Source: an optimization exercise on an open RTL-to-GDS flow (aim: a short achievable clock period and few clock cycles). Production flows keep margins and buffers that such runs may drop.
RTL that was checked went through simulation tests only; none was proved equivalent to the original.
Function not checked in run 4: the RTL went through the layout flow alone.
In every run shown here, the design's own scripts or RTL, not TritonCTS, make the clock network.
The clock port is modelled as an ideal driver, which makes a skipped or thinned clock tree look cheaper than it is; a real chip needs a root buffer or a tree.
No activity file was given, so power comes from the tool's default toggle rates.

[flow/design.v]
package update_sched_pkg;
  typedef enum logic {
    OP_ADD = 1'b0,
    OP_DEL = 1'b1
  } op_e;
  typedef enum logic [1:0] {
    IDLE,
    STREAM,
    WAIT
  } state_e;
  localparam int unsigned POS_W    = 18;
  localparam int unsigned FEAT_LEN = 9;
  typedef struct packed {
    op_e              op;
    logic [POS_W-1:0] pos;
  } cmd_t;
  localparam int unsigned BEAT_W = $clog2(FEAT_LEN + 1);
endpackage
module sync_fifo #(
  parameter int unsigned WIDTH = 8,
  parameter int unsigned DEPTH = 4
) (
  input  logic                     clk,
  input  logic                     rst,
  input  logic                     push,
  input  logic [WIDTH-1:0]         din,
  input  logic                     pop,
  output logic [WIDTH-1:0]         dout,
  output logic                     full,
  output logic                     empty,
  output logic [$clog2(DEPTH):0]   count
);
  localparam int unsigned AW = $clog2(DEPTH);
  logic [WIDTH-1:0] mem [DEPTH];
  logic [AW-1:0]    wr_ptr;
  logic [AW-1:0]    rd_ptr;
  logic             do_push;
  logic             do_pop;
  assign full    = (count == (AW+1)'(DEPTH));
  assign empty   = (count == '0);
  assign do_push = push && !full;
  assign do_pop  = pop && !empty;
  assign dout    = mem[rd_ptr];
  always_ff @(posedge clk or posedge rst) begin
    if (rst) begin
      wr_ptr <= '0;
      rd_ptr <= '0;
      count  <= '0;
    end else begin
      if (do_push) wr_ptr <= wr_ptr + 1'b1;
      if (do_pop)  rd_ptr <= rd_ptr + 1'b1;
      case ({do_push, do_pop})
        2'b10:   count <= count + 1'b1;
        2'b01:   count <= count - 1'b1;
        default: ;
      endcase
    end
  end
  always_ff @(posedge clk) begin
    if (do_push) mem[wr_ptr] <= din;
  end
endmodule
module update_scheduler #(
  parameter int unsigned DATA_BUS_WIDTH    = 64,
  parameter int unsigned ENCODE_ADDR_WIDTH = 18,
  parameter int unsigned FEATURE_LENTH     = 9,
  parameter int unsigned CMD_DEPTH         = 4,
  parameter int unsigned FEAT_DEPTH        = 32
) (
  input  logic                          clk,
  input  logic                          rst,
  input  logic                          cmd_valid,
  output logic                          cmd_ready,
  input  logic                          cmd_op,
  input  logic [ENCODE_ADDR_WIDTH-1:0]  cmd_pos,
  input  logic                          feat_valid,
  output logic                          feat_ready,
  input  logic [DATA_BUS_WIDTH-1:0]     feat_data,
  output logic                          add_anchor,
  output logic                          del_anchor,
  output logic [ENCODE_ADDR_WIDTH-1:0]  pos_encode,
  output logic [DATA_BUS_WIDTH-1:0]     feature_in,
  input  logic                          add_done,
  input  logic                          del_done,
  output logic                          busy,
  output logic                          cmp_valid,
  output logic                          cmp_op,
  output logic [$clog2(CMD_DEPTH):0]    cmd_level
);
  localparam int unsigned AW  = ENCODE_ADDR_WIDTH;
  localparam int unsigned DW  = DATA_BUS_WIDTH;
  localparam int unsigned LW  = $clog2(CMD_DEPTH) + 1;
  localparam int unsigned RW  = $clog2(FEATURE_LENTH);
  localparam int unsigned CD  = CMD_DEPTH;
  localparam int unsigned FD  = FEAT_DEPTH;
  logic           cmd_acc, feat_acc;
  logic           cs_v, cs_op;
  logic [AW-1:0]  cs_pos;
  logic           ws_v;
  logic [DW-1:0]  ws_d;
  logic [CD-1:0]  lth_q, lth_d;    
  logic [LW-1:0]  lvl_q, lvl_d;
  logic           cfull_q;
  logic [FD-1:0]  cth_q, cth_d;    
  logic           ffull_q;
  assign cmd_acc  = cmd_valid && !cfull_q;
  assign feat_acc = feat_valid && !ffull_q;
  always_ff @(posedge clk or posedge rst) begin
    if (rst) begin
      cs_v <= 1'b0;
      ws_v <= 1'b0;
    end else begin
      cs_v <= cmd_acc;
      ws_v <= feat_acc;
    end
  end
  always_ff @(posedge clk) begin
    cs_op  <= cmd_op;
    cs_pos <= cmd_pos;
    ws_d   <= feat_data;
  end
  logic           iss_q, iss_add_q, iss_del_q;
  logic           add_q, del_q;
  logic           busy_q, cmp_q, cmpop_q;
  logic           op_q, dseen_q;
  logic [AW-1:0]  pos_q;
  logic [DW-1:0]  feat_q;
  logic [RW-1:0]  rem_q, rem_d;
  logic           wpop_q, wpop_d;
  logic           timeout;
  logic [CD-1:0]  cq_v, cq_v_sh, cq_v_d;
  logic           cq_op  [CD];
  logic [AW-1:0]  cq_pos [CD];
  logic           cq_op_d  [CD];
  logic [AW-1:0]  cq_pos_d [CD];
  always_comb begin
    cq_v_sh = iss_q ? (cq_v >> 1) : cq_v;
    cq_v_d  = cs_v ? ((cq_v_sh << 1) | CD'(1)) : cq_v_sh;
    for (int i = 0; i < CD; i++) begin
      if (iss_q && i + 1 < CD && cq_v[(i + 1) % CD]) begin
        cq_op_d[i]  = cq_op[(i + 1) % CD];
        cq_pos_d[i] = cq_pos[(i + 1) % CD];
      end else if (!iss_q && cq_v[i]) begin
        cq_op_d[i]  = cq_op[i];
        cq_pos_d[i] = cq_pos[i];
      end else begin
        cq_op_d[i]  = cs_op;
        cq_pos_d[i] = cs_pos;
      end
    end
  end
  always_ff @(posedge clk or posedge rst) begin
    if (rst) cq_v <= '0;
    else     cq_v <= cq_v_d;
  end
  always_ff @(posedge clk) begin
    for (int i = 0; i < CD; i++) begin
      cq_op[i]  <= cq_op_d[i];
      cq_pos[i] <= cq_pos_d[i];
    end
  end
  logic [FD-1:0]  wq_v, wq_v_sh, wq_v_d;
  logic [FD-1:0]  wsh_q, wld_q;
  logic [DW-1:0]  wq [FD];
  always_comb begin
    wq_v_sh = wpop_q ? (wq_v >> 1) : wq_v;
    wq_v_d  = ws_v ? ((wq_v_sh << 1) | FD'(1)) : wq_v_sh;
  end
  always_ff @(posedge clk or posedge rst) begin
    if (rst) begin
      wq_v  <= '0;
      wsh_q <= '0;
      wld_q <= '0;
    end else begin
      wq_v <= wq_v_d;
      for (int i = 0; i < FD; i++) begin
        if (i + 1 < FD) begin
          wsh_q[i] <= wpop_d && wq_v_d[(i + 1) % FD];
          wld_q[i] <= wpop_d ? !wq_v_d[(i + 1) % FD] : !wq_v_d[i];
        end else begin
          wsh_q[i] <= 1'b0;
          wld_q[i] <= wpop_d || !wq_v_d[i];
        end
      end
    end
  end
  always_ff @(posedge clk) begin
    for (int i = 0; i < FD; i++) begin
      if (wsh_q[i])      wq[i] <= wq[(i + 1) % FD];
      else if (wld_q[i]) wq[i] <= ws_d;
    end
  end
  always_comb begin
    if (cmd_acc && !iss_q)      lth_d = {lth_q[CD-2:0], 1'b1};
    else if (!cmd_acc && iss_q) lth_d = {1'b0, lth_q[CD-1:1]};
    else                        lth_d = lth_q;
    lvl_d = '0;
    for (int k = 0; k < CD; k++) lvl_d = lvl_d + LW'(lth_d[k]);
    if (feat_acc && !wpop_q)      cth_d = {cth_q[FD-2:0], 1'b1};
    else if (!feat_acc && wpop_q) cth_d = {1'b0, cth_q[FD-1:1]};
    else                          cth_d = cth_q;
  end
  always_ff @(posedge clk or posedge rst) begin
    if (rst) begin
      lth_q   <= '0;
      lvl_q   <= '0;
      cfull_q <= 1'b0;
      cth_q   <= '0;
      ffull_q <= 1'b0;
    end else begin
      lth_q   <= lth_d;
      lvl_q   <= lvl_d;
      cfull_q <= lth_d[CD-1];
      cth_q   <= cth_d;
      ffull_q <= cth_d[FD-1];
    end
  end
  logic done_match, dn, cmp_d, busy_d, free_d, iss_d, head_del_d, words_ok_d;
  assign done_match = busy_q && !cmp_q && (op_q ? del_done : add_done);
  assign dn         = dseen_q || done_match;
  assign cmp_d      = (busy_q && !cmp_q && dn && (rem_q <= RW'(1))) || timeout;
  assign busy_d     = iss_q || (busy_q && !cmp_q);
  assign free_d     = !busy_d || cmp_d;
  assign head_del_d = cq_op_d[0];
  assign words_ok_d = cth_d[FEATURE_LENTH-1];
  assign iss_d      = free_d && cq_v_d[0] && (head_del_d || words_ok_d);
  assign rem_d      = iss_add_q ? RW'(FEATURE_LENTH - 1) :
                      (rem_q != '0) ? rem_q - 1'b1 : '0;
  assign wpop_d     = (iss_d && !head_del_d) || (rem_d != '0);
  always_ff @(posedge clk or posedge rst) begin
    if (rst) begin
      iss_q     <= 1'b0;
      iss_add_q <= 1'b0;
      iss_del_q <= 1'b0;
      add_q     <= 1'b0;
      del_q     <= 1'b0;
      busy_q    <= 1'b0;
      cmp_q     <= 1'b0;
      cmpop_q   <= 1'b0;
      op_q      <= 1'b0;
      dseen_q   <= 1'b0;
      pos_q     <= '0;
      feat_q    <= '0;
      rem_q     <= '0;
      wpop_q    <= 1'b0;
    end else begin
      iss_q     <= iss_d;
      iss_add_q <= iss_d && !head_del_d;
      iss_del_q <= iss_d && head_del_d;
      add_q     <= iss_add_q;
      del_q     <= iss_del_q;
      busy_q    <= busy_d;
      cmp_q     <= cmp_d;
      cmpop_q   <= cmp_d && op_q;
      if (iss_q) begin
        op_q  <= cq_op[0];
        pos_q <= cq_pos[0];
      end
      dseen_q   <= iss_q ? 1'b0 : dn;
      feat_q    <= wpop_q ? wq[0] : '0;
      rem_q     <= rem_d;
      wpop_q    <= wpop_d;
    end
  end
  assign timeout = 1'b0;
  assign cmd_ready  = !cfull_q;
  assign feat_ready = !ffull_q;
  assign cmd_level  = lvl_q;
  assign add_anchor = add_q;
  assign del_anchor = del_q;
  assign pos_encode = pos_q;
  assign feature_in = feat_q;
  assign busy       = busy_q;
  assign cmp_valid  = cmp_q;
  assign cmp_op     = cmpop_q;
endmodule
[flow/flow/run.sh]
#!/bin/bash
# Standard ORFS layout with one change: the clock tree is built by
# flow/mycts.tcl (via the PRE_CTS hook) instead of TritonCTS.
set -euo pipefail
W=$PWD
bash standard.sh PRE_CTS_TCL="$W/flow/pre_cts.tcl" finish > "$W/run_orfs.log" 2>&1
[flow/flow/mycts.tcl]
# Clock tree built by hand: the clock port drives NROOT root buffers, each
# root drives the leaf buffers of its region, each leaf drives a compact
# cluster of about the same number of flip-flops. All paths have two buffers.
proc mycts_build {} {
  set nx   [expr {[info exists ::env(MYCTS_NX)] ? $::env(MYCTS_NX) : 8}]
  set ny   [expr {[info exists ::env(MYCTS_NY)] ? $::env(MYCTS_NY) : 12}]
  set rx   [expr {[info exists ::env(MYCTS_RX)] ? $::env(MYCTS_RX) : 2}]
  set ry   [expr {[info exists ::env(MYCTS_RY)] ? $::env(MYCTS_RY) : 2}]
  set bufn [expr {[info exists ::env(MYCTS_BUF)] ? $::env(MYCTS_BUF) : "sky130_fd_sc_hd__clkbuf_16"}]
  set rbufn [expr {[info exists ::env(MYCTS_RBUF)] ? $::env(MYCTS_RBUF) : $bufn}]
  set db [ord::get_db]
  set block [ord::get_db_block]
  set master [$db findMaster $bufn]
  set rmaster [$db findMaster $rbufn]
  set clkport [$block findBTerm clk]
  set clknet [$clkport getNet]
  # sinks
  set sinks {}
  foreach it [$clknet getITerms] {
    set inst [$it getInst]
    set bb [$inst getBBox]
    set x [expr {([$bb xMin] + [$bb xMax]) / 2}]
    set y [expr {([$bb yMin] + [$bb yMax]) / 2}]
    lappend sinks [list $it $x $y]
  }
  set n [llength $sinks]
  puts "mycts: $n sinks, grid ${nx}x${ny}, roots ${rx}x${ry}"
  # columns of equal count by x, then rows of equal count by y
  set byx [lsort -integer -index 1 $sinks]
  set clusters {}
  for {set c 0} {$c < $nx} {incr c} {
    set a [expr {($c * $n) / $nx}]
    set b [expr {(($c + 1) * $n) / $nx - 1}]
    set col [lsort -integer -index 2 [lrange $byx $a $b]]
    set m [llength $col]
    for {set r 0} {$r < $ny} {incr r} {
      set a2 [expr {($r * $m) / $ny}]
      set b2 [expr {(($r + 1) * $m) / $ny - 1}]
      lappend clusters [list $c $r [lrange $col $a2 $b2]]
    }
  }
  # leaf buffers
  set leaves {}
  set i 0
  foreach cl $clusters {
    lassign $cl c r members
    set sx 0; set sy 0
    foreach s $members { incr sx [lindex $s 1]; incr sy [lindex $s 2] }
    set k [llength $members]
    set cx [expr {$sx / $k}]; set cy [expr {$sy / $k}]
    set inst [odb::dbInst_create $block $master "mycts_leaf_$i"]
    $inst setLocation [expr {$cx - [$master getWidth] / 2}] [expr {$cy - [$master getHeight] / 2}]
    $inst setPlacementStatus PLACED
    set net [odb::dbNet_create $block "mycts_leafnet_$i"]
    $net setSigType CLOCK
    foreach s $members {
      set it [lindex $s 0]
      $it disconnect
      $it connect $net
    }
    [$inst findITerm X] connect $net
    set q [expr {($c * $rx) / $nx + $rx * (($r * $ry) / $ny)}]
    lappend leaves [list $inst $cx $cy $q]
    incr i
  }
  set mx [expr {[info exists ::env(MYCTS_MX)] ? $::env(MYCTS_MX) : 0}]
  set my [expr {[info exists ::env(MYCTS_MY)] ? $::env(MYCTS_MY) : 0}]
  if {$mx > 0} {
    # mid buffers: leaf (c, r) goes to mid (c*mx/nx, r*my/ny); mids grouped into roots
    set mids {}
    for {set mq 0} {$mq < $mx * $my} {incr mq} {
      set sx 0; set sy 0; set k 0; set ml {}
      set li 0
      foreach cl $clusters l $leaves {
        lassign $cl c r
        if {($c * $mx) / $nx + $mx * (($r * $my) / $ny) == $mq} {
          incr sx [lindex $l 1]; incr sy [lindex $l 2]; incr k; lappend ml [lindex $l 0]
        }
      }
      if {$k == 0} continue
      set cx [expr {$sx / $k}]; set cy [expr {$sy / $k}]
      set inst [odb::dbInst_create $block $master "mycts_mid_$mq"]
      $inst setLocation [expr {$cx - [$master getWidth] / 2}] [expr {$cy - [$master getHeight] / 2}]
      $inst setPlacementStatus PLACED
      set net [odb::dbNet_create $block "mycts_midnet_$mq"]
      $net setSigType CLOCK
      [$inst findITerm X] connect $net
      foreach li $ml { [$li findITerm A] connect $net }
      set mc [expr {$mq % $mx}]; set mr [expr {$mq / $mx}]
      set q [expr {($mc * $rx) / $mx + $rx * (($mr * $ry) / $my)}]
      lappend mids [list $inst $cx $cy $q]
    }
    set leaves $mids
  }
  # root buffers, one per region
  for {set q 0} {$q < $rx * $ry} {incr q} {
    set sx 0; set sy 0; set k 0
    foreach l $leaves {
      if {[lindex $l 3] == $q} { incr sx [lindex $l 1]; incr sy [lindex $l 2]; incr k }
    }
    if {$k == 0} continue
    set cx [expr {$sx / $k}]; set cy [expr {$sy / $k}]
    set inst [odb::dbInst_create $block $rmaster "mycts_root_$q"]
    $inst setLocation [expr {$cx - [$rmaster getWidth] / 2}] [expr {$cy - [$rmaster getHeight] / 2}]
    $inst setPlacementStatus PLACED
    set net [odb::dbNet_create $block "mycts_rootnet_$q"]
    $net setSigType CLOCK
    [$inst findITerm X] connect $net
    foreach l $leaves {
      if {[lindex $l 3] == $q} { [[lindex $l 0] findITerm A] connect $net }
    }
    [$inst findITerm A] connect $clknet
  }
  $clknet setSigType CLOCK
  puts "mycts: [llength $leaves] leaf buffers"
}
[flow/flow/pre_cts.tcl]
# PRE_CTS hook: replace TritonCTS with the hand-built tree of mycts.tcl.
source [file join [file dirname [info script]] mycts.tcl]
set ::env(MYCTS_NX) 8
set ::env(MYCTS_NY) 12
set ::env(MYCTS_MX) 4
set ::env(MYCTS_MY) 6
rename clock_tree_synthesis orfs_clock_tree_synthesis
proc clock_tree_synthesis {args} {
  mycts_build
  set_propagated_clock [all_clocks]
}
[flow/standard.sh]
#!/bin/bash
# synth_recipe.tcl (not shown) runs the flow's synth.tcl, then flattens the netlist and writes it again
# the make line also repeats each setting of config.mk as NAME=value (left out here)
make -C /OpenROAD-flow-scripts/flow DESIGN_CONFIG=/design/flow/config.mk WORK_HOME=/design/flow/orfs CLKGATE_MAP_FILE= SYNTH_SCRIPT=/design/flow/synth_recipe.tcl "${@:-finish}"
[flow/config.mk]
export PLATFORM = sky130hd
export DESIGN_NAME = update_scheduler
export DESIGN_NICKNAME = update_scheduler
export VERILOG_FILES = /design/flow/design.v
export SDC_FILE = /design/flow/constraint.sdc
export NUM_CORES = 4
export LEC_CHECK = 0
export CAP_MARGIN = 20
export CORE_MARGIN = 2
export CORE_UTILIZATION = 75
export SETUP_SLACK_MARGIN = 3.5
export SLEW_MARGIN = 20
export TNS_END_PERCENT = 5
[flow/constraint.sdc]
create_clock -name core_clock -period 4.2 [get_ports {clk}]
set_input_delay 0.8400 -clock core_clock [delete_from_list [all_inputs] [get_ports {clk}]]
set_output_delay 0.8400 -clock core_clock [all_outputs]
set_load 0.01 [all_outputs]
==> results of run 1 <==
-- worst min path at each step --
stage / endpoint / slack (ns) / depth (start not counted)
after global placement: del_q$_DFF_PP0_ / 0.36 / 0
after global routing: del_q$_DFF_PP0_ / 0.40 / 0
after detailed placement: del_q$_DFF_PP0_ / 0.36 / 0
after floorplan: del_q$_DFF_PP0_ / 0.33 / 0
final: del_q$_DFF_PP0_ / 0.38 / 0
after CTS: del_q$_DFF_PP0_ / 0.38 / 0
-- placed cells by master (no fill, tap or decap), drive strengths merged, types with 2 or more instances in the layout --
master and n:
nand2 70, inv 14, o31a 14, mux2 2063, and2 81, nand3b 2
nand2b 2, ha 4, dfxtp 84, a221oi 2, dlygate4sd2 4, clkdlybuf4s50 84
bufbuf 3, o21ai 40, mux2i 53, or2 35, nand3 2, nor3 20
nor2b 45, a21o 2, edfxtp 2123, a22oi 27, dfrtp 237, buf 310
clkbuf 142, a21oi 26, nor2 12
-- stage by stage --
stage / total power [W] / setup WS (ns) / util / cells / hold WS, ns
after floorplan: 0.0388 / 0.254 / - / 5412 / 0.331
after global placement: 0.0406 / 0.843 / 0.781 / 7022 / 0.356
after detailed placement: 0.0412 / 0.715 / 0.781 / 7022 / 0.360
after CTS: 0.0533 / 2.05 / 0.810 / 7194 / 0.384
after global routing: 0.0556 / 1.93 / 0.818 / 7263 / 0.402
final: 0.0535 / 1.94 / 0.818 / 7263 / 0.382
-- layer usage --
| metal | wire length, um | share of wire |
|---|---|---|
| met5 | 0 | 0 |
| met4 | 3840 | 0.024 |
| met3 | 5170 | 0.033 |
| met2 | 79000 | 0.50 |
| met1 | 69000 | 0.44 |
-- cell type report --
cell class,instances,area [sq um]
fill,6169,23900
buffer,124,3100
tap,1755,2200
multi-input combinational,2505,26500
inverter,16,77.6
timing repair buffer,419,4100
sequential,2444,71400
-- where the power goes --
part	internal (W)	switching (W)	leakage [nW]	total (W)
registers	0.0331	0.00146	25.0	0.0346
clock network	0.00533	0.00677	1.53	0.0121
logic	0.00236	0.00441	11.2	0.00677
-- flip-flops by register name (all words and copies together), names as in the netlist, 3 cells and up --
register and flops:
wld_q 32, lth_q 4, wsh_q 31, cth_q 31, pos_q 18, rem_q 4, feat_q 64, cs_pos 18
ws_d 64, wq_v 32, wq 2048, cq_v 4, cq_pos 72, cq_op 4, lvl_q 3
-- logic make-up (layout without fill, tap and decap cells) --
logic type / after synthesis / after routing
and+or+nand+nor: 261 / 270
DFF: 2444 / 2444
muxes: 2116 / 2116
AOI/OAI and AO/OA: 114 / 114
buffers and inverters: 472 / 559
adders and majority gates: 5 / 5
-- timing repair --
item	CTS	global route
cloned	18	30
pin swaps	15	10
setup endpoints to repair	4875	4875
resized for setup	493	63
buffers inserted	30	39
==> reports/metrics.cfg, run 1 <==
[timing]
fin_tns_setup_ns = 0
rsz0062_at_grt = true
skew_ns = 0.0357
tightest_slew_ns = 0.999
relSlewSlack = 0.334
maxSlewViolCount = 0
hold_viol = 0
min_period_over_period = 0.539
fmax_mhz = 442
period_needed_ns = 2.26
setup_viol = 0

[synthesis]
synthFlopType = edfxtp_1
synth_compound_area_frac = 0.00742
synth.top_cell.area_share = 0.643
ys_types = 37
synth_xor_area_frac = 0
ys_seq_area_frac = 0.720
yosys.area_share.simple = 0.0143
syn_nets = 5506
synth_top_family_by_area = multiplexers
synthMuxAreaShare = 0.240
synth_top_cell_by_area = edfxtp_1
synthTopCellsByCount = edfxtp_1, mux2_2, clkbuf_1, dfrtp_1, dfxtp_1
ys_ff_latch = 2444
synth_edf_count = 2123
async_flop_share = 0.0970
synth_warnings = 6
syn_avg_cell_area_sq_um = 18.3
yosysMostFrequentCell = edfxtp_1
synth_cells = 5412
syn_area_sq_mm = 0.0992
synth-adder-area-share = 0.000707
synth_area_leaders = edfxtp_1, mux2_2, dfrtp_1

[global_route]
use_met3 = 0.0154
grt.busiest_layer = met2
grtUsageMet1 = 0.325
grt_antenna_before_repair = 0
grt_pass1_wl_um = 247000
grt_use_met2 = 0.370
grt_max_degree = 89
grt_pass1_vias = 46200
grt_usage = 0.220
grt-ovfl-total = 0

[critical_path]
r2r_start = ffull_q$_DFFE_PP0P_
crit_required_ns = 4.63
endpoint_kind = register
arrival_ns = 2.70
ff2ff_setup_slack_ns = 1.94
crit_type = register to register
r2r_cells = 13
startpoint = ffull_q$_DFFE_PP0P_
path_buf_inv = 7
path_depth = 13
worstSetupStartpointType = register
path_cells = inv_2 > nand2_4 > ha_4 > mux2i_2 > o21ai_2 > buf_6 > a31oi_4 > buf_12 > buf_6 > buf_8 > buf_12 > buf_16 > nor2b_1
setup.worst_path.end = wsh_q[20]$_DFF_PP0_
critical_path.max_fanout = 8
cp_slowest_cell = dfrtp_1
r2r_end = wsh_q[20]$_DFF_PP0_
path_delay_family = buffers and inverters
critical-path-max-stage-delay_ns = 0.41

[floorplanning]
start_util = 0.755
fp.dieW_um = 368
rows = 133
die_h_um = 368
io_pins = 181
dieArea_sq_mm = 0.135
core_sq_mm = 0.131

[placement]
place_hpwl_um = 92500
placed_cell_area_sq_mm = 0.103
io_buffer_count = 180
place.gp.congestion = 0.768

[cells_and_area]
finalInstanceArea_sq_mm = 0.107
diodes = 0
area_delta_synth_final_pct = 8.30
nets = 5604
layout-drive-gt1-share = 0.483

[min_path]
worstHoldStart = iss_del_q$_DFF_PP0_
min_path_type = register to register

[route]
via_count = 44700
drc = 0
drt_iter0_drc = 3507
ant_nets = 0
wl_per_cell_um = 21.6
first_pass_iters = 5
vias_per_cell = 6.16
wirelength_um = 157000

[clock_network]
clkSlewWorstSetupHoldPaths_ns = 0.11
postCtsHoldBufs = 0
clk_latency_ns = 0.57

[pwr]
p_leak_nw = 37.7
vdd_drop_max_v = 0.000592
power_density_mw_per_mm2 = 498

[status]
outcome = no timing/DRC/antenna violations

[flow_run]
maxCapViolCount = 0

Testbench counts, summed over its fixed seeds: cycles 18,108.
==> run 2: changes to the inputs <==
--- a/flow/config.mk
+++ b/flow/config.mk
@@ -7,7 +7,7 @@
 export LEC_CHECK = 0
 export CAP_MARGIN = 20
 export CORE_MARGIN = 2
-export CORE_UTILIZATION = 75
+export CORE_UTILIZATION = 65
 export SETUP_SLACK_MARGIN = 3.5
 export SLEW_MARGIN = 20
 export TNS_END_PERCENT = 5
==> run 2 against run 1 <==
  * Routed wire length increased by 4.1%
  * Register-to-register slack improved by 0.17 ns
  * Power increased by 1.9%
  * Worst setup slack improved by 0.17 ns
  * Sequential share of layout area decreased by 0.93 points
  * Critical path type unchanged
  * Highest routed layer unchanged
==> reports/metrics.cfg, run 2 <==
[synthesis]
ys_seq_area_frac = 0.720
async_flop_share = 0.0970
syn_nets = 5506
synth_area_leaders = edfxtp_1, mux2_2, dfrtp_1
synth_top_cell_by_area = edfxtp_1
synth_warnings = 6
syn_area_sq_mm = 0.0992
synthTopCellsByCount = edfxtp_1, mux2_2, clkbuf_1, dfrtp_1, dfxtp_1
ys_ff_latch = 2444
synth_edf_count = 2123
synthFlopType = edfxtp_1
synth_cells = 5412
syn_avg_cell_area_sq_um = 18.3
yosysMostFrequentCell = edfxtp_1
synth.top_cell.area_share = 0.643
ys_types = 37

[cells_and_area]
diodes = 0
nets = 5693
area_delta_synth_final_pct = 9.86
top_regs = wq x2048, cq_pos x72
regMostFlops = wq
layout_common_cells = edfxtp_1, mux2_2, buf_4, dfrtp_1, clkbuf_16
layout-drive-gt1-share = 0.481
final_common_cell = edfxtp_1
num-fill-cells = 9462
largest_reg_flops = 2048

[timing]
relSlewSlack = 0.259
maxSlewViolCount = 0
period_needed_ns = 2.09
fmax_mhz = 477
min_period_over_period = 0.499
tightest_slew_ns = 1.11
fin_tns_setup_ns = 0
rsz0062_at_grt = true
setup_viol = 0
skew_ns = 0.0254
hold_viol = 0
hold-worst-slack_ns = 0.375

[floorplanning]
core_sq_mm = 0.152
io_pins = 181
rows = 143
fp.dieW_um = 395
dieArea_sq_mm = 0.156
die_h_um = 395
start_util = 0.654

[route]
ant_nets = 0
first_pass_iters = 7
drt_iter0_drc = 2199
drc = 0
via_count = 44800
vias_per_cell = 5.87
wl_per_cell_um = 21.4
wirelength_um = 163000

[min_path]
min_delay_path_depth = 0
hold_end = del_q$_DFF_PP0_
min_path_type = register to register
worstHoldStart = iss_del_q$_DFF_PP0_

[pwr]
clkPwrFrac = 0.225
swShare = 0.242
pwr-share-comb = 0.138
sequentialPowerShare = 0.636
power.internal_w = 0.0412
p_leak_nw = 38.4
power_density_mw_per_mm2 = 500
switching_power_w = 0.0132
vdd_drop_max_v = 0.000390

[global_route]
grt.busiest_layer = met2
grt_use_met2 = 0.336
grt_pass1_wl_um = 254000
grt_usage = 0.197
use_met3 = 0.0154
grtUsageMet1 = 0.282
grt-ovfl-total = 0
grt_max_degree = 100
grt_pass1_vias = 46700
grt_antenna_before_repair = 0

[placement]
place_hpwl_um = 95600
place.gp.congestion = 0.743
io_buffer_count = 180

[critical_path]
ff2ff_setup_slack_ns = 2.11
arrival_ns = 2.57
r2r_end = wsh_q[6]$_DFF_PP0_
r2r_start = ffull_q$_DFFE_PP0P_
crit_required_ns = 4.67
r2r_cells = 12
worstSetupStartpointType = register
endpoint_kind = register
crit_type = register to register
critical_path.max_fanout = 8

[flow_run]
maxCapViolCount = 0

[clock_network]
clk_latency_ns = 0.56
clkSlewWorstSetupHoldPaths_ns = 0.10

[status]
outcome = no timing/DRC/antenna violations

## run 2: critical path, stage by stage (launching register included)
cell     delay, ns
dfrtp_1       0.41
inv_2         0.10
nand2_4       0.08
ha_4          0.18
mux2i_4       0.18
o21ai_2       0.14
buf_6         0.14
a31oi_4       0.08
buf_12        0.16
buf_12        0.14
buf_12        0.13
buf_16        0.15
nor2b_1       0.11
## run 2: how the worst max path moves through the flow
stage                     slack (ns)                 from  cells after the start                  end
final                           2.11  ffull_q$_DFFE_PP0P_                     12   wsh_q[6]$_DFF_PP0_
after global routing            2.03  ffull_q$_DFFE_PP0P_                     12  wsh_q[19]$_DFF_PP0_
after CTS                       2.09   lth_q[3]$_DFF_PP0_                      8   lvl_q[1]$_DFF_PP0_
after detailed placement        0.45           feat_valid                      8   wld_q[0]$_DFF_PP0_
after global placement          0.51           feat_valid                      8   wld_q[1]$_DFF_PP0_
after floorplan                 0.25                  rst                      1      add_q$_DFF_PP0_
## run 2: cell type report
type | instances | area, sq um | share of cell area
inverter | 16 | 110 | 0.00101
tap | 2030 | 2540 | 0.0233
timing repair buffer | 485 | 4850 | 0.0445
buffer | 124 | 3100 | 0.0285
multi-input combinational | 2528 | 26900 | 0.247
sequential | 2444 | 71500 | 0.656
## run 2: stage by stage
step | util | cells | total power [W] | setup slack, ns | area (sq um)
after floorplan | - | 5412 | 0.0388 | 0.254 | 99200
after global placement | 0.679 | 7316 | 0.0410 | 0.511 | 103000
after detailed placement | 0.679 | 7316 | 0.0413 | 0.454 | 103000
after CTS | 0.708 | 7497 | 0.0540 | 2.09 | 107000
after global routing | 0.718 | 7627 | 0.0566 | 2.03 | 109000
final | 0.718 | 7627 | 0.0544 | 2.11 | 109000
## run 2: layer usage
metal / vias up / part of all wire / wire, um
met2: 569 / 0.51 / 82900
met4: 0 / 0.026 / 4270
li1: 21000 / - / -
met5: - / 0 / 0
met1: 23000 / 0.44 / 71800
met3: 210 / 0.027 / 4390
## run 2: logic make-up after synthesis
family                     Yosys count  share of synthesized area
muxes                             2116                      0.240
DFF                               2444                      0.720
adders and majority gates            5                   0.000707
buffers and inverters              472                     0.0183
AOI/OAI and AO/OA                  114                    0.00742
and+or+nand+nor                    261                     0.0143
## run 2: power groups by stage
stage               Sequential, W  Clock, W  Combinational (W)
finish                     0.0346    0.0123            0.00753
global route               0.0351    0.0133            0.00820
CTS                        0.0346    0.0126            0.00679
detailed placement         0.0351         0            0.00628
global placement           0.0348         0            0.00612
floorplan                  0.0346         0            0.00415
## run 2: what timing repair did
item | CTS | global route
resized for setup | 321 | 83
hold buffers | 0 | 0
gates cloned | 25 | 39
setup endpoints to repair | 4875 | 4875
pin swaps | 15 | 16
setup buffers | 32 | 91
==> run 3: changes to the inputs <==
--- a/flow/design.v
+++ b/flow/design.v
@@ -162,24 +162,29 @@
   logic [FD-1:0]  wq_v, wq_v_sh, wq_v_d;
   logic [FD-1:0]  wsh_q, wld_q;
   logic [DW-1:0]  wq [FD];
+  logic           pend_q;
+  logic [DW-1:0]  head;
   always_comb begin
-    wq_v_sh = wpop_q ? (wq_v >> 1) : wq_v;
+    wq_v_sh = pend_q ? (wq_v >> 1) : wq_v;
     wq_v_d  = ws_v ? ((wq_v_sh << 1) | FD'(1)) : wq_v_sh;
   end
-  always_ff @(posedge clk or posedge rst) begin
-    if (rst) begin
-      wq_v  <= '0;
-      wsh_q <= '0;
-      wld_q <= '0;
-    end else begin
-      wq_v <= wq_v_d;
+  assign head = pend_q ? wq[1] : wq[0];
+  always_ff @(posedge clk or posedge rst) begin
+    if (rst) begin
+      wq_v   <= '0;
+      pend_q <= 1'b0;
+      wsh_q  <= '0;
+      wld_q  <= '0;
+    end else begin
+      wq_v   <= wq_v_d;
+      pend_q <= wpop_q;
       for (int i = 0; i < FD; i++) begin
         if (i + 1 < FD) begin
-          wsh_q[i] <= wpop_d && wq_v_d[(i + 1) % FD];
-          wld_q[i] <= wpop_d ? !wq_v_d[(i + 1) % FD] : !wq_v_d[i];
+          wsh_q[i] <= wpop_q && wq_v_d[(i + 1) % FD];
+          wld_q[i] <= wpop_q ? !wq_v_d[(i + 1) % FD] : !wq_v_d[i];
         end else begin
           wsh_q[i] <= 1'b0;
-          wld_q[i] <= wpop_d || !wq_v_d[i];
+          wld_q[i] <= wpop_q || !wq_v_d[i];
         end
       end
     end
@@ -222,7 +227,7 @@
   assign busy_d     = iss_q || (busy_q && !cmp_q);
   assign free_d     = !busy_d || cmp_d;
   assign head_del_d = cq_op_d[0];
-  assign words_ok_d = cth_d[FEATURE_LENTH-1];
+  assign words_ok_d = wpop_q ? cth_q[FEATURE_LENTH] : cth_q[FEATURE_LENTH-1];
   assign iss_d      = free_d && cq_v_d[0] && (head_del_d || words_ok_d);
   assign rem_d      = iss_add_q ? RW'(FEATURE_LENTH - 1) :
                       (rem_q != '0) ? rem_q - 1'b1 : '0;
@@ -257,7 +262,7 @@
         pos_q <= cq_pos[0];
       end
       dseen_q   <= iss_q ? 1'b0 : dn;
-      feat_q    <= wpop_q ? wq[0] : '0;
+      feat_q    <= wpop_q ? head : '0;
       rem_q     <= rem_d;
       wpop_q    <= wpop_d;
     end
==> flow/flow/run.sh (replaced) <==
#!/bin/bash
# Standard ORFS layout with three changes: the clock tree is built by
# flow/mycts.tcl (via the PRE_CTS hook) instead of TritonCTS, the port
# buffers are plain buffers, and the resizer may change a cell's footprint.
set -euo pipefail
W=$PWD
bash standard.sh PRE_CTS_TCL="$W/flow/pre_cts.tcl" \
  BUFFER_PORTS_ARGS="-buffer_cell sky130_fd_sc_hd__buf_4" \
  MATCH_CELL_FOOTPRINT=0 finish > "$W/run_orfs.log" 2>&1
==> run 3 against run 2 <==
  * Still clean on timing, DRC and antenna
  * Final area is 0.19% higher
  * Critical path depth is 1 lower
  * Sequential share of layout area fell by 0.064 points
  * Synthesized cell count up 0.37%
  * Fmax is 3.5% higher
  * Final cell count fell by 0.37%
  * Routed wire length is 1.1% higher
  * Via count shrank 0.22%
  * Sequential cell count grew 1
  * Critical path type unchanged
  * Largest power group unchanged
  * Highest routed layer unchanged
==> reports/metrics.cfg, run 3 <==
[floorplanning]
io_pins = 181
core_sq_mm = 0.152
fp.dieW_um = 396
die_h_um = 396
dieArea_sq_mm = 0.157
rows = 143
start_util = 0.656

[cells_and_area]
final_core_util = 0.718
nets = 5665
top_regs = wq x2048, cq_pos x72
regMostFlops = wq
layout-drive-gt1-share = 0.503
final_common_cell = edfxtp_1
area_delta_synth_final_pct = 9.45
finalInstanceArea_sq_mm = 0.109
largest_reg_flops = 2048
diodes = 0
layout_common_cells = edfxtp_1, mux2_2, buf_4, dfrtp_1, clkbuf_16

[timing]
skew_ns = 0.0268
maxSlewViolCount = 0
tightest_slew_ns = 1.02
min_period_over_period = 0.482
setup_viol = 0
fmax_mhz = 494
hold_viol = 0
relSlewSlack = 0.320
period_needed_ns = 2.02
fin_tns_setup_ns = 0
rsz0062_at_grt = true

[pwr]
clkPwrFrac = 0.254
switching_power_w = 0.0108
power_density_mw_per_mm2 = 442
power.internal_w = 0.0375
swShare = 0.223
totalPowerFinal_w = 0.0483
pwr-share-comb = 0.102
sequentialPowerShare = 0.643
vdd_drop_max_v = 0.000333
p_leak_nw = 36.6

[synthesis]
syn_avg_cell_area_sq_um = 18.4
syn_area_sq_mm = 0.0997
synth_cells = 5432
synthTopCellsByCount = edfxtp_1, mux2_2, clkbuf_1, dfrtp_1, buf_2
yosysMostFrequentCell = edfxtp_1
ys_seq_area_frac = 0.716
ys_types = 40
synth_area_leaders = edfxtp_1, mux2_2, dfrtp_1
ys_ff_latch = 2445
synth.top_cell.area_share = 0.639
synth_top_cell_by_area = edfxtp_1
async_flop_share = 0.0973
syn_nets = 5526
synth_edf_count = 2123
synthFlopType = edfxtp_1
synth_warnings = 6

[route]
wirelength_um = 165000
vias_per_cell = 5.88
drc = 0
drt_iter0_drc = 2396
via_count = 44700
wl_per_cell_um = 21.7
first_pass_iters = 5
ant_nets = 0

[critical_path]
path_delay_family = buffers and inverters
critical_path.max_fanout = 3
crit_required_ns = 4.64
critical-path-max-stage-delay_ns = 0.43
path_buf_inv = 8
arrival_ns = 2.47
worstSetupStartpointType = register
crit_type = register to register
path_cells = nor2b_4 > mux2i_1 > mux2i_1 > buf_4 > buf_6 > buf_6 > buf_6 > buf_6 > buf_6 > buf_4 > buf_4
crit_top_cell = buf_6
cp_slowest_cell = dfrtp_1
endpoint_kind = register

[global_route]
grt_pass1_wl_um = 259000
grt_max_degree = 97
grt_antenna_before_repair = 0
grt_pass1_vias = 46200
grt_usage = 0.200
grt-ovfl-total = 0

[placement]
placed_cell_area_sq_mm = 0.103
io_buffer_count = 180
place.gp.congestion = 0.735
place_hpwl_um = 93500

[clock_network]
clkSlewWorstSetupHoldPaths_ns = 0.10
clk_latency_ns = 0.55
postCtsHoldBufs = 0

[min_path]
min_path_type = register to register

[flow_run]
maxCapViolCount = 0

[status]
outcome = no timing/DRC/antenna violations

## run 3: cells by family after synthesis
group / count (synthesis) / synth area share
simple gates: 197 / 0.00951
mux: 2192 / 0.246
flops: 2445 / 0.716
fa+ha+maj: 5 / 0.000703
buf+inv: 476 / 0.0210
compound gates: 117 / 0.00693
## run 3: area by class of cell
cell class | count | area [sq um]
inverter | 15 | 62.6
buffer | 124 | 3100
tap | 2030 | 2540
sequential | 2445 | 71500
timing repair buffer | 459 | 5110
multi-input combinational | 2526 | 26800
fill | 9145 | 42900
## run 3: repair_timing
action	4_1_cts	5_1_grt
gates cloned	39	41
buffers inserted	66	31
endpoints found under the setup margin	4794	4794
gates resized for setup	166	105
pin swaps	29	6
## run 3: worst paths after layout
| kind | slack [ns] | end | cells after the start | from |
|---|---|---|---|---|
| max reg2reg | 2.18 | lth_q[1]$_DFF_PP0_ | 11 | lth_q[3]$_DFF_PP0_ |
| max | 2.18 | lth_q[1]$_DFF_PP0_ | 11 | lth_q[3]$_DFF_PP0_ |
| min reg2reg | 0.36 | del_q$_DFF_PP0_ | 0 | iss_del_q$_DFF_PP0_ |
| max in group asynchronous | 2.73 | iss_q$_DFF_PP0_ | 3 | rst |
| min in group asynchronous | 0.46 | rem_q[2]$_DFF_PP0_ | 2 | rst |
| min | 0.36 | del_q$_DFF_PP0_ | 0 | iss_del_q$_DFF_PP0_ |
## run 3: metal layers
metal  up-vias  routed length [um]  track usage  share of wire
li1      21000                   -            -              -
met2       584               83400        0.337           0.51
met5         -                   0            0              0
met3       199                4470       0.0134          0.027
met1     22900               73600        0.294           0.45
met4         0                3670       0.0367          0.022
## run 3: metrics by stage
step,hold WS (ns),worst slack (ns),std cells
6_report,0.359,2.18,7599
5_1_grt,0.361,2.14,7599
4_1_cts,0.364,2.17,7526
3_5_place_dp,0.345,1.36,7297
3_3_place_gp,0.334,1.38,7296
2_1_floorplan,0.331,0.240,5432
## run 3: power groups by stage
stage          clock network, W  logic, W  registers (W)
6_report                 0.0123   0.00494         0.0311
5_1_grt                  0.0133   0.00542         0.0314
4_1_cts                  0.0126   0.00487         0.0311
3_5_place_dp                  0   0.00434         0.0316
3_3_place_gp                  0   0.00423         0.0314
2_1_floorplan                 0   0.00303         0.0313
Testbench counts of run 3, summed over its fixed seeds: cycles 18,115.
==> run 4: changes to the inputs <==
--- a/flow/design.v
+++ b/flow/design.v
@@ -129,34 +129,46 @@
   logic           wpop_q, wpop_d;
   logic           timeout;
   logic [CD-1:0]  cq_v, cq_v_sh, cq_v_d;
+  logic [CD-1:0]  csh_q, cld_q;
+  logic           cpend_q;
   logic           cq_op  [CD];
   logic [AW-1:0]  cq_pos [CD];
-  logic           cq_op_d  [CD];
-  logic [AW-1:0]  cq_pos_d [CD];
+  logic           head_op_d;
   always_comb begin
-    cq_v_sh = iss_q ? (cq_v >> 1) : cq_v;
+    cq_v_sh = cpend_q ? (cq_v >> 1) : cq_v;
     cq_v_d  = cs_v ? ((cq_v_sh << 1) | CD'(1)) : cq_v_sh;
+    if (cpend_q) head_op_d = cq_v[1 % CD] ? cq_op[1 % CD] : cs_op;
+    else         head_op_d = cq_v[0] ? cq_op[0] : cs_op;
+  end
+  always_ff @(posedge clk or posedge rst) begin
+    if (rst) begin
+      cq_v    <= '0;
+      cpend_q <= 1'b0;
+      csh_q   <= '0;
+      cld_q   <= '0;
+    end else begin
+      cq_v    <= cq_v_d;
+      cpend_q <= iss_q;
+      for (int i = 0; i < CD; i++) begin
+        if (i + 1 < CD) begin
+          csh_q[i] <= iss_q && cq_v_d[(i + 1) % CD];
+          cld_q[i] <= iss_q ? !cq_v_d[(i + 1) % CD] : !cq_v_d[i];
+        end else begin
+          csh_q[i] <= 1'b0;
+          cld_q[i] <= iss_q || !cq_v_d[i];
+        end
+      end
+    end
+  end
+  always_ff @(posedge clk) begin
     for (int i = 0; i < CD; i++) begin
-      if (iss_q && i + 1 < CD && cq_v[(i + 1) % CD]) begin
-        cq_op_d[i]  = cq_op[(i + 1) % CD];
-        cq_pos_d[i] = cq_pos[(i + 1) % CD];
-      end else if (!iss_q && cq_v[i]) begin
-        cq_op_d[i]  = cq_op[i];
-        cq_pos_d[i] = cq_pos[i];
-      end else begin
-        cq_op_d[i]  = cs_op;
-        cq_pos_d[i] = cs_pos;
-      end
-    end
-  end
-  always_ff @(posedge clk or posedge rst) begin
-    if (rst) cq_v <= '0;
-    else     cq_v <= cq_v_d;
-  end
-  always_ff @(posedge clk) begin
-    for (int i = 0; i < CD; i++) begin
-      cq_op[i]  <= cq_op_d[i];
-      cq_pos[i] <= cq_pos_d[i];
+      if (csh_q[i]) begin
+        cq_op[i]  <= cq_op[(i + 1) % CD];
+        cq_pos[i] <= cq_pos[(i + 1) % CD];
+      end else if (cld_q[i]) begin
+        cq_op[i]  <= cs_op;
+        cq_pos[i] <= cs_pos;
+      end
     end
   end
   logic [FD-1:0]  wq_v, wq_v_sh, wq_v_d;
@@ -199,8 +211,9 @@
     if (cmd_acc && !iss_q)      lth_d = {lth_q[CD-2:0], 1'b1};
     else if (!cmd_acc && iss_q) lth_d = {1'b0, lth_q[CD-1:1]};
     else                        lth_d = lth_q;
-    lvl_d = '0;
-    for (int k = 0; k < CD; k++) lvl_d = lvl_d + LW'(lth_d[k]);
+    if (cmd_acc && !iss_q)      lvl_d = lvl_q + 1'b1;
+    else if (!cmd_acc && iss_q) lvl_d = lvl_q - 1'b1;
+    else                        lvl_d = lvl_q;
     if (feat_acc && !wpop_q)      cth_d = {cth_q[FD-2:0], 1'b1};
     else if (!feat_acc && wpop_q) cth_d = {1'b0, cth_q[FD-1:1]};
     else                          cth_d = cth_q;
@@ -226,7 +239,7 @@
   assign cmp_d      = (busy_q && !cmp_q && dn && (rem_q <= RW'(1))) || timeout;
   assign busy_d     = iss_q || (busy_q && !cmp_q);
   assign free_d     = !busy_d || cmp_d;
-  assign head_del_d = cq_op_d[0];
+  assign head_del_d = head_op_d;
   assign words_ok_d = wpop_q ? cth_q[FEATURE_LENTH] : cth_q[FEATURE_LENTH-1];
   assign iss_d      = free_d && cq_v_d[0] && (head_del_d || words_ok_d);
   assign rem_d      = iss_add_q ? RW'(FEATURE_LENTH - 1) :
--- a/flow/config.mk
+++ b/flow/config.mk
@@ -8,6 +8,6 @@
 export CAP_MARGIN = 20
 export CORE_MARGIN = 2
 export CORE_UTILIZATION = 65
-export SETUP_SLACK_MARGIN = 3.5
+export SETUP_SLACK_MARGIN = 2.5
 export SLEW_MARGIN = 20
-export TNS_END_PERCENT = 5
+export TNS_END_PERCENT = 20
==> run 4 against run 3 <==
  * Die area grew 0.43%
  * Clock power is essentially flat
  * Worst setup slack lost 0.0088 ns
  * Critical endpoint is now feat_ready
==> reports/metrics.cfg, run 4 <==
[placement]
io_buffer_count = 180
place.gp.congestion = 0.743
place_hpwl_um = 93300

[timing]
maxSlewViolCount = 0
hold_viol = 0
fin_tns_setup_ns = 0
tightest_slew_ns = 1.04
hold-worst-slack_ns = 0.315
period_needed_ns = 2.03
fmax_mhz = 492
setup_viol = 0
relSlewSlack = 0.307
rsz0062_at_grt = true
skew_ns = 0.0239
min_period_over_period = 0.484

[floorplanning]
core_sq_mm = 0.154
fp.dieW_um = 397
die_h_um = 397
rows = 144
io_pins = 181
start_util = 0.653
dieArea_sq_mm = 0.157

[cells_and_area]
num-fill-cells = 9683
final_common_cell = edfxtp_1
layout-drive-gt1-share = 0.485
nets = 5609
diodes = 0
area_delta_synth_final_pct = 7.19
regMostFlops = wq
final_core_util = 0.699
layout_common_cells = edfxtp_1, mux2_2, buf_4, dfrtp_1, clkbuf_16
top_regs = wq x2048, cq_pos x72
largest_reg_flops = 2048

[route]
first_pass_iters = 5
via_count = 44300
wirelength_um = 153000
wl_per_cell_um = 20.2
ant_nets = 0
drt_iter0_drc = 2242
drc = 0
vias_per_cell = 5.86

[critical_path]
worstSetupStartpointType = register
r2r_end = cth_q[0]$_DFFE_PP0P_
crit_type = register to primary output
arrival_ns = 1.19
path_cells = inv_2 > buf_6
r2r_start = ffull_q$_DFFE_PP0P_
critical-path-max-stage-delay_ns = 0.44
critical_path.max_fanout = 2
endpoint_kind = primary output
startpoint = ffull_q$_DFFE_PP0P_
r2r_cells = 11
crit_required_ns = 3.36
ff2ff_setup_slack_ns = 2.27
cp_slowest_cell = dfrtp_1

[global_route]
grt_usage = 0.188
grt_antenna_before_repair = 0
grt-ovfl-total = 0
grt_pass1_vias = 45300
grt_pass1_wl_um = 246000
grt_max_degree = 97

[synthesis]
ys_types = 38
synth_top_cell_by_area = edfxtp_1
synthFlopType = edfxtp_1
syn_avg_cell_area_sq_um = 18.2
synth_cells = 5516
ys_seq_area_frac = 0.715
syn_nets = 5610
synthTopCellsByCount = edfxtp_1, mux2_2, clkbuf_1, dfrtp_1, buf_2
synth.top_cell.area_share = 0.637
yosysMostFrequentCell = edfxtp_1
ys_ff_latch = 2453
syn_area_sq_mm = 0.100
synth_warnings = 4
synth_area_leaders = edfxtp_1, mux2_2, dfrtp_1
async_flop_share = 0.100
synth_edf_count = 2124

[clock_network]
clkSlewWorstSetupHoldPaths_ns = 0.11
clk_latency_ns = 0.56
postCtsHoldBufs = 0

[pwr]
p_leak_nw = 35.8
vdd_drop_max_v = 0.000402
power_density_mw_per_mm2 = 449
pwr-share-comb = 0.095
clkPwrFrac = 0.254
power.internal_w = 0.0376
switching_power_w = 0.0106
sequentialPowerShare = 0.651
swShare = 0.221
totalPowerFinal_w = 0.0483

[flow_run]
maxCapViolCount = 0

[status]
outcome = no timing/DRC/antenna violations

[min_path]
min_path_type = input pin to asynchronous set/reset pin

run 4: metrics by stage:
step | cell area (sq um) | instances | setup slack (ns)
after floorplan | 100000 | 5516 | 0.128
after global placement | 103000 | 7379 | 1.82
after detailed placement | 103000 | 7379 | 1.70
after CTS | 106000 | 7522 | 2.16
after global routing | 107000 | 7557 | 2.11
final | 107000 | 7557 | 2.17
run 4: worst max-delay path, delay by kind of cell (launching register included):
family / cells / cell delay [ns]
flip-flops: 1 / 0.44
buffers and inverters: 2 / 0.20
run 4: logic make-up after synthesis:
kind of cell	synth area share
simple gates	0.0119
compound gates	0.00613
buf+inv	0.0210
flops	0.715
fa+ha+maj	0.000700
xor+xnor	0.000350
mux	0.245
run 4: what timing repair did:
item / in CTS / in global routing
endpoints found under the hold margin: 0 / 0
endpoints found under the setup margin: 2621 / 2874
buffers inserted: 10 / 25
gates cloned: 9 / 10
pin swaps: 7 / 32
gates resized for setup: 32 / 183
run 4: worst max-delay path by stage:
| stage | endpoint | slack [ns] | cells past startpoint |
|---|---|---|---|
| finish | feat_ready | 2.17 | 2 |
| global route | cmd_ready | 2.11 | 2 |
| CTS | cmd_ready | 2.16 | 2 |
| detailed placement | cth_q[6]$_DFFE_PP0P_ | 1.70 | 7 |
| global placement | cth_q[4]$_DFFE_PP0P_ | 1.82 | 7 |
| floorplan | add_q$_DFF_PP0_ | 0.13 | 1 |
run 4: layout make-up:
cell class	count	area (sq um)	share of cell area
inverters	13	57.6	0.000536
repair buffers	327	3040	0.0283
flip-flops and latches	2453	71700	0.668
multi-input cells	2596	26900	0.251
well taps	2044	2560	0.0238
plain buffers	124	3100	0.0289
run 4: metal layers:
metal,part of all wire,up-vias,track usage
li1,-,21000,-
met1,0.46,22500,0.272
met4,0.024,0,0.0344
met5,0,-,0
met3,0.028,229,0.0142
met2,0.49,611,0.319
run 4: power by group through the flow:
stage / logic [W] / clock network, W / registers [W]
floorplan: 0.00321 / 0 / 0.0316
global placement: 0.00427 / 0 / 0.0318
detailed placement: 0.00437 / 0 / 0.0320
CTS: 0.00451 / 0.0126 / 0.0314
global route: 0.00507 / 0.0133 / 0.0317
finish: 0.00460 / 0.0122 / 0.0314
==> run 5: changes to the inputs <==
--- a/flow/design.v
+++ b/flow/design.v
@@ -100,11 +100,12 @@
   logic [DW-1:0]  ws_d;
   logic [CD-1:0]  lth_q, lth_d;    
   logic [LW-1:0]  lvl_q, lvl_d;
-  logic           cfull_q;
+  logic           cfull_q;        
   logic [FD-1:0]  cth_q, cth_d;    
-  logic           ffull_q;
-  assign cmd_acc  = cmd_valid && !cfull_q;
-  assign feat_acc = feat_valid && !ffull_q;
+  logic [$clog2(FD):0] wcnt_q, wcnt_d;
+  logic           ffull_q;        
+  assign cmd_acc  = cmd_valid && !lth_q[CD-1];
+  assign feat_acc = feat_valid && !cth_q[FD-1];
   always_ff @(posedge clk or posedge rst) begin
     if (rst) begin
       cs_v <= 1'b0;
@@ -214,6 +215,9 @@
     if (cmd_acc && !iss_q)      lvl_d = lvl_q + 1'b1;
     else if (!cmd_acc && iss_q) lvl_d = lvl_q - 1'b1;
     else                        lvl_d = lvl_q;
+    if (feat_acc && !wpop_q)      wcnt_d = wcnt_q + 1'b1;
+    else if (!feat_acc && wpop_q) wcnt_d = wcnt_q - 1'b1;
+    else                          wcnt_d = wcnt_q;
     if (feat_acc && !wpop_q)      cth_d = {cth_q[FD-2:0], 1'b1};
     else if (!feat_acc && wpop_q) cth_d = {1'b0, cth_q[FD-1:1]};
     else                          cth_d = cth_q;
@@ -224,13 +228,15 @@
       lvl_q   <= '0;
       cfull_q <= 1'b0;
       cth_q   <= '0;
+      wcnt_q  <= '0;
       ffull_q <= 1'b0;
     end else begin
       lth_q   <= lth_d;
       lvl_q   <= lvl_d;
-      cfull_q <= lth_d[CD-1];
+      cfull_q <= (lvl_d == LW'(CD));
       cth_q   <= cth_d;
-      ffull_q <= cth_d[FD-1];
+      wcnt_q  <= wcnt_d;
+      ffull_q <= (wcnt_d == ($clog2(FD) + 1)'(FD));
     end
   end
   logic done_match, dn, cmp_d, busy_d, free_d, iss_d, head_del_d, words_ok_d;
==> run 5 against run 4 <==
  * Area after synthesis is 0.21% higher
  * Synthesized cell count is 0.54% lower
  * Global-route usage is 1.0 points higher
  * Worst setup slack better by 0.075 ns
  * Combinational power grew to 3.3 times the previous value
  * Core utilization is 0.16 points lower
  * Fmax is 3.8% higher
  * Sequential share of layout area is 0.26 points higher
  * Register-to-register slack better by 0.03 ns
  * Critical endpoint unchanged
  * Largest cell class unchanged
==> reports/metrics.cfg, run 5 <==
[synthesis]
synthMuxAreaShare = 0.247
ys_ff_latch = 2461
syn_nets = 5583
async_flop_share = 0.103
synth_cells = 5486
yosys.area_share.simple = 0.0105
syn_avg_cell_area_sq_um = 18.3
ys_types = 43
synthFlopType = edfxtp_1
synth_area_leaders = edfxtp_1, mux2_2, dfrtp_1
synth_top_family_by_area = multiplexers
synth_xor_area_frac = 0.000698
syn_area_sq_mm = 0.100
synth_warnings = 4
synth_compound_area_frac = 0.00531
ys_seq_area_frac = 0.715
synth_edf_count = 2124
synth_top_cell_by_area = edfxtp_1
yosysMostFrequentCell = edfxtp_1
synthTopCellsByCount = edfxtp_1, mux2_2, clkbuf_1, dfrtp_1, buf_2
synth-adder-area-share = 0.000997
synth.top_cell.area_share = 0.635

[critical_path]
critical_path.max_fanout = 1
path_delay_family = flip-flops
path_depth = 2
cp_slowest_cell = dfrtp_1
crit_type = register to primary output
r2r_cells = 9
endpoint_kind = primary output
r2r_start = cth_q[31]$_DFFE_PP0P_
path_buf_inv = 2
path_cells = inv_2 > buf_6
startpoint = ffull_q$_DFF_PP0_
critical-path-max-stage-delay_ns = 0.41
crit_required_ns = 3.36
arrival_ns = 1.12
worstSetupStartpointType = register

[min_path]
min_delay_path_depth = 0
min_path_type = register to register
worstHoldStart = iss_del_q$_DFF_PP0_

[floorplanning]
start_util = 0.653
dieArea_sq_mm = 0.158
core_sq_mm = 0.154
fp.dieW_um = 397
io_pins = 181
die_h_um = 397
rows = 144

[cells_and_area]
area_delta_synth_final_pct = 6.85
top_regs = wq x2048, cq_pos x72
final_common_cell = edfxtp_1
largest_reg_flops = 2048
layout-drive-gt1-share = 0.476
final_cells = 7525
nets = 5580
layout_common_cells = edfxtp_1, mux2_2, buf_4, dfrtp_1, mux2i_1
regMostFlops = wq
num-fill-cells = 9745
diodes = 0

[route]
first_pass_iters = 4
vias_per_cell = 5.87
via_count = 44200
wirelength_um = 158000
drc = 0
ant_nets = 0
wl_per_cell_um = 21.0
drt_iter0_drc = 1978

[clock_network]
postCtsHoldBufs = 0
clkSlewWorstSetupHoldPaths_ns = 0.10
clk_latency_ns = 0.55

[global_route]
grt_pass1_vias = 46200
grt_usage = 0.198
grt_max_degree = 97
grt_pass1_wl_um = 256000
grt_antenna_before_repair = 1
grt-ovfl-total = 0

[timing]
hold_viol = 0
tightest_slew_ns = 1.07
hold-worst-slack_ns = 0.355
fin_tns_setup_ns = 0
relSlewSlack = 0.287
maxSlewViolCount = 0
period_needed_ns = 1.96
min_period_over_period = 0.466
setup_viol = 0
skew_ns = 0.0214
fmax_mhz = 511
final.setup.worst_slack_ns = 2.24
rsz0062_at_grt = true

[placement]
io_buffer_count = 180
place.gp.congestion = 0.758
place_ws_ns = 1.42
place_hpwl_um = 95900
dp_cells = 7365

[pwr]
vdd_drop_max_v = 0.000548
pwr-share-comb = 0.226
power.internal_w = 0.0485
p_leak_nw = 36.1
clkPwrFrac = 0.186
switching_power_w = 0.0176
swShare = 0.266
sequentialPowerShare = 0.588
power_density_mw_per_mm2 = 616

[flow_run]
maxCapViolCount = 0

[status]
outcome = no timing/DRC/antenna violations

-- run 5: cell count changes after synthesis, sizes merged, moves of 3 or more --
cell / before / now
clkbuf: 259 / 280
xnor2: 2 / 6
dfrtp: 246 / 254
ha: 4 / 8
a21oi: 72 / 40
nor2: 104 / 76
mux2i: 127 / 159
mux2: 2066 / 2063
nand2: 75 / 53
buf: 208 / 179
o21ai: 43 / 47
-- run 5: cells by family (layout without fill, tap and decap cells) --
family | after synthesis | after routing
simple gates | 218 | 228
mux | 2222 | 2222
buf+inv | 472 | 457
compound gates | 97 | 97
flops | 2461 | 2461
fa+ha+maj | 8 | 8
xor+xnor | 8 | 8
-- run 5: what timing repair did --
action / 4_1_cts / 5_1_grt
setup endpoints to repair: 2861 / 2857
setup buffers: 12 / 10
gates cloned: 9 / 3
pin swaps: 7 / 5
resized for setup: 45 / 54
-- run 5: final cells by class --
| class | count | area [sq um] | share of cell area |
|---|---|---|---|
| tap | 2044 | 2560 | 0.0238 |
| timing repair buffer | 320 | 2870 | 0.0267 |
| sequential | 2461 | 71900 | 0.671 |
| inverter | 13 | 52.6 | 0.000490 |
| multi-input combinational | 2563 | 26800 | 0.249 |
| buffer | 124 | 3100 | 0.0289 |
-- run 5: path summary, 6_finish.rpt --
path | to | slack (ns)
max | feat_ready | 2.24
min | del_q$_DFF_PP0_ | 0.36
max reg2reg | ffull_q$_DFF_PP0_ | 2.30
min reg2reg | del_q$_DFF_PP0_ | 0.36
max in group asynchronous | pos_q[17]$_DFFE_PP0P_ | 2.86
min in group asynchronous | wcnt_q[0]$_DFF_PP0_ | 0.46
-- run 5: power groups by stage --
| stage | Clock, W | Sequential, W | Combinational, W |
|---|---|---|---|
| after CTS | 0.0126 | 0.0390 | 0.0150 |
| after global placement | 0 | 0.0393 | 0.0140 |
| final | 0.0123 | 0.0388 | 0.0150 |
| after detailed placement | 0 | 0.0396 | 0.0143 |
| after global routing | 0.0134 | 0.0396 | 0.0163 |
| after floorplan | 0 | 0.0385 | 0.0115 |
-- run 5: worst register-to-register path: stages (launching register included) --
cell,delay (ns)
dfrtp_1,0.41
nand2b_4,0.17
inv_1,0.11
ha_4,0.21
buf_12,0.12
buf_4,0.12
nor2_1,0.05
xnor2_1,0.14
nor3_1,0.21
nor4bb_2,0.30
-- run 5: layer usage --
metal / GRT usage / routed length, um / vias up
li1: - / - / 20900
met1: 0.282 / 72700 / 22600
met5: 0 / 20 / -
met3: 0.0140 / 3680 / 191
met4: 0.0411 / 3710 / 2
met2: 0.340 / 77700 / 471
-- run 5: stage by stage --
step                instance area (sq um)   util  total power (W)
floorplan                          100000      -           0.0500
global placement                   103000  0.673           0.0533
detailed placement                 103000  0.673           0.0539
CTS                                107000  0.695           0.0666
global route                       107000  0.698           0.0693
finish                             107000  0.698           0.0661
Testbench counts of run 5, summed over its fixed seeds: cycles 18,115.

port drivers added, routing unchanged:
No port has a modelled driver above. Below, the same layouts with a new extraction and two added sets of constraints.
Step 1: set_driving_cell puts a clkbuf_16 on clk and a buf_2 on each other input, an assumption about the parent block.
Step 2 times the ports against the registers' clock, not the clock port: input delays grow and output delays shrink by t, the midpoint of the rising clock arrivals with the driver on.
Slacks: ideal / step 1 / step 2; pairs: ideal / step 1.
| run | shift t [ns] | setup slack, ns | pins driven straight from the clock port |
|---|---|---|---|
| run 1 | 0.712 | 1.938 / 1.845 / 1.446 | 4 |
| run 2 | 0.712 | 2.105 / 1.951 / 1.596 | 4 |
| run 3 | 0.700 | 2.176 / 2.045 / 1.643 | 4 |
| run 4 | 0.707 | 2.167 / 2.003 / 2.017 | 4 |
| run 5 | 0.710 | 2.242 / 2.071 / 1.798 | 4 |
After both steps every run listed still meets setup and hold. For run 3, which loses most, drivers alone change the setup slack by -0.131 ns; drivers and shift together by -0.533 ns.
